Source: an optimization exercise on an open RTL-to-GDS flow (aim: small area). Production flows keep margins and buffers that such runs may drop. Only simulation tests tie the RTL to the original design; equivalence was not proved. Power is estimated from default activity; no workload was simulated.

garnet:
==> module shift_reg, before the edit <==
module shift_reg
#(
  parameter int dataWidth = 16
) (
  input  logic                 clk,
  input  logic                 rst,
  input  logic                 shift,
  input  logic [dataWidth-1:0] din,
  input  shift_reg_pkg::addr_t address,
  output logic [dataWidth-1:0] dout
);
  logic [shift_reg_pkg::DEPTH-1:0][dataWidth-1:0] mem;
  logic [shift_reg_pkg::DEPTH-1:0][dataWidth-1:0] mem_nxt;
  logic [shift_reg_pkg::DEPTH-1:0][dataWidth-1:0] mem_in_n;
  logic [shift_reg_pkg::ADDR_W:0]                 fill;
  logic                                           phase;
  logic                                           shift_n;
  always_ff @(posedge clk) begin
    if (rst) begin
      fill  <= '0;
      phase <= 1'b0;
    end else begin
      if (!shift) phase <= ~phase;
      if (shift && !fill[shift_reg_pkg::ADDR_W]) fill <= fill + 1'b1;
    end
  end
  assign shift_n = ~shift;
  always_comb begin
    mem_in_n[0] = ~(din ^ {dataWidth{phase}});
    for (int k = 1; k < shift_reg_pkg::DEPTH; k++) begin
      mem_in_n[k] = mem[k-1];
    end
  end
  for (genvar k = 0; k < shift_reg_pkg::DEPTH; k++) begin : g_entry
    for (genvar b = 0; b < dataWidth; b++) begin : g_bit
      shift_reg_cell u_cell (
        .sh  (shift),
        .sh_n(shift_n),
        .d_n (mem_in_n[k][b]),
        .q   (mem[k][b]),
        .nxt (mem_nxt[k][b])
      );
    end
  end
  always_ff @(posedge clk) begin
    mem <= mem_nxt;
  end
  shift_reg_tap_mux #(
    .dataWidth(dataWidth)
  ) u_tap_mux (
    .taps (mem),
    .fill (fill),
    .phase(phase),
    .sel  (address),
    .dout (dout)
  );
endmodule
export LEC_CHECK = 0
export CAP_MARGIN = 20
export CORE_MARGIN = 2
export CORE_UTILIZATION = 40
export GPL_TIMING_DRIVEN = 0
export SETUP_SLACK_MARGIN = 0.3
export SLEW_MARGIN = 20
export SYNTH_HIERARCHICAL = 1
export SYNTH_MINIMUM_KEEP_SIZE = 0
create_clock -name core_clock -period 7.0 [get_ports {clk}]
standard.sh (not shown) runs the stock make flow with config.mk's settings and CLKGATE_MAP_FILE= SYNTH_SCRIPT=/design/flow/synth_recipe.tcl, a recipe that flattens the netlist after the stock synthesis.
==> flow/flow/run.sh <==
#!/bin/bash
# Layout flow: the standard synthesis and ORFS steps, with these changes:
#  - ports are buffered with buf_2 instead of the resizer's default pick;
#  - the clock tree uses clkbuf_8 leaves on clusters of up to 15 sinks, clkbuf_16
#    above them, and no dummy loads.
# Each step's full output goes to a log file in the work folder.
set -euo pipefail
cd "$(dirname "$0")/.."

bash standard.sh synth > synth.log 2>&1

bash standard.sh \
  "BUFFER_PORTS_ARGS=-buffer_cell sky130_fd_sc_hd__buf_2" \
  "CTS_ARGS=-sink_clustering_enable -repair_clock_nets -dont_use_dummy_load -root_buf sky130_fd_sc_hd__clkbuf_16 -tree_buf sky130_fd_sc_hd__clkbuf_16 -buf_list {sky130_fd_sc_hd__clkbuf_8} -sink_clustering_size 15 -sink_clustering_max_diameter 60" \
  finish > layout.log 2>&1
Looking at the reports, garnet completed the entire flow and the layout it produced met the timing, design-rule and antenna checks.
Setup changes, garnet to zinc
--- a/flow/design.v
+++ b/flow/design.v
@@ -96,9 +96,8 @@
   logic [shift_reg_pkg::DEPTH-1:0][dataWidth-1:0] mem_nxt;
   logic [shift_reg_pkg::DEPTH-1:0][dataWidth-1:0] mem_in_n;
   logic [shift_reg_pkg::ADDR_W:0]                 fill;
   logic                                           phase;
-  logic                                           shift_n;
   always_ff @(posedge clk) begin
     if (rst) begin
       fill  <= '0;
       phase <= 1'b0;
@@ -106,25 +105,23 @@
       if (!shift) phase <= ~phase;
       if (shift && !fill[shift_reg_pkg::ADDR_W]) fill <= fill + 1'b1;
     end
   end
-  assign shift_n = ~shift;
   always_comb begin
     mem_in_n[0] = ~(din ^ {dataWidth{phase}});
     for (int k = 1; k < shift_reg_pkg::DEPTH; k++) begin
       mem_in_n[k] = mem[k-1];
     end
   end
   for (genvar k = 0; k < shift_reg_pkg::DEPTH; k++) begin : g_entry
-    for (genvar b = 0; b < dataWidth; b++) begin : g_bit
-      shift_reg_cell u_cell (
-        .sh  (shift),
-        .sh_n(shift_n),
-        .d_n (mem_in_n[k][b]),
-        .q   (mem[k][b]),
-        .nxt (mem_nxt[k][b])
-      );
-    end
+    shift_reg_entry #(
+      .dataWidth(dataWidth)
+    ) u_entry (
+      .sh  (shift),
+      .d_n (mem_in_n[k]),
+      .q   (mem[k]),
+      .nxt (mem_nxt[k])
+    );
   end
   always_ff @(posedge clk) begin
     mem <= mem_nxt;
   end
@@ -137,8 +134,29 @@
     .sel  (address),
     .dout (dout)
   );
 endmodule
+module shift_reg_entry
+#(
+  parameter int dataWidth = 16
+) (
+  input  logic                 sh,
+  input  logic [dataWidth-1:0] d_n,
+  input  logic [dataWidth-1:0] q,
+  output logic [dataWidth-1:0] nxt
+);
+  logic sh_n;
+  assign sh_n = ~sh;
+  for (genvar b = 0; b < dataWidth; b++) begin : g_bit
+    shift_reg_cell u_cell (
+      .sh  (sh),
+      .sh_n(sh_n),
+      .d_n (d_n[b]),
+      .q   (q[b]),
+      .nxt (nxt[b])
+    );
+  end
+endmodule
 module shift_reg_cell (
   input  logic sh,
   input  logic sh_n,
   input  logic d_n,
Results
Taking garnet as the reference, in zinc cell internal power dissipation now sits at about the same level; clock buffer count in the final layout +3. The higher final layout net count of garnet and zinc is in garnet. The number of combinational gates with multiple inputs of garnet and that of zinc are within noise of each other. Max freq garnet -> zinc: degraded. Against garnet, via count of the first global-routing pass in zinc rose slightly. Comparing garnet and zinc, critical path depth is higher on garnet. Going from garnet to zinc, the leakage power was found to have gone down by about 3%.

-- separate check: timing with driven ports --
The flow's constraints put no driver on any port. The routed layouts listed below were extracted and timed again, unchanged, in two steps. Step 1, drivers: a clkbuf_16 drives clk and a buf_2 each remaining input, both assumed. Step 2 also shifts input and output timing later by t, the mid clock arrival at the registers, as if the neighbouring blocks saw the same clock. Three values: ideal, step 1, step 2; two values: the first two.
run | t (ns) | setup WS [ns] | slew at the worst register clock pin (ns)
garnet | 0.645 | 0.242 / 0.196 / 0.196 | 0.10 / 0.10
zinc | 0.657 | 0.162 / 0.097 / 0.097 | 0.10 / 0.10
After both steps every run listed still meets setup and hold. The setup slack of zinc, which loses most, moves by -0.065 ns with the drivers and by -0.065 ns with both steps.
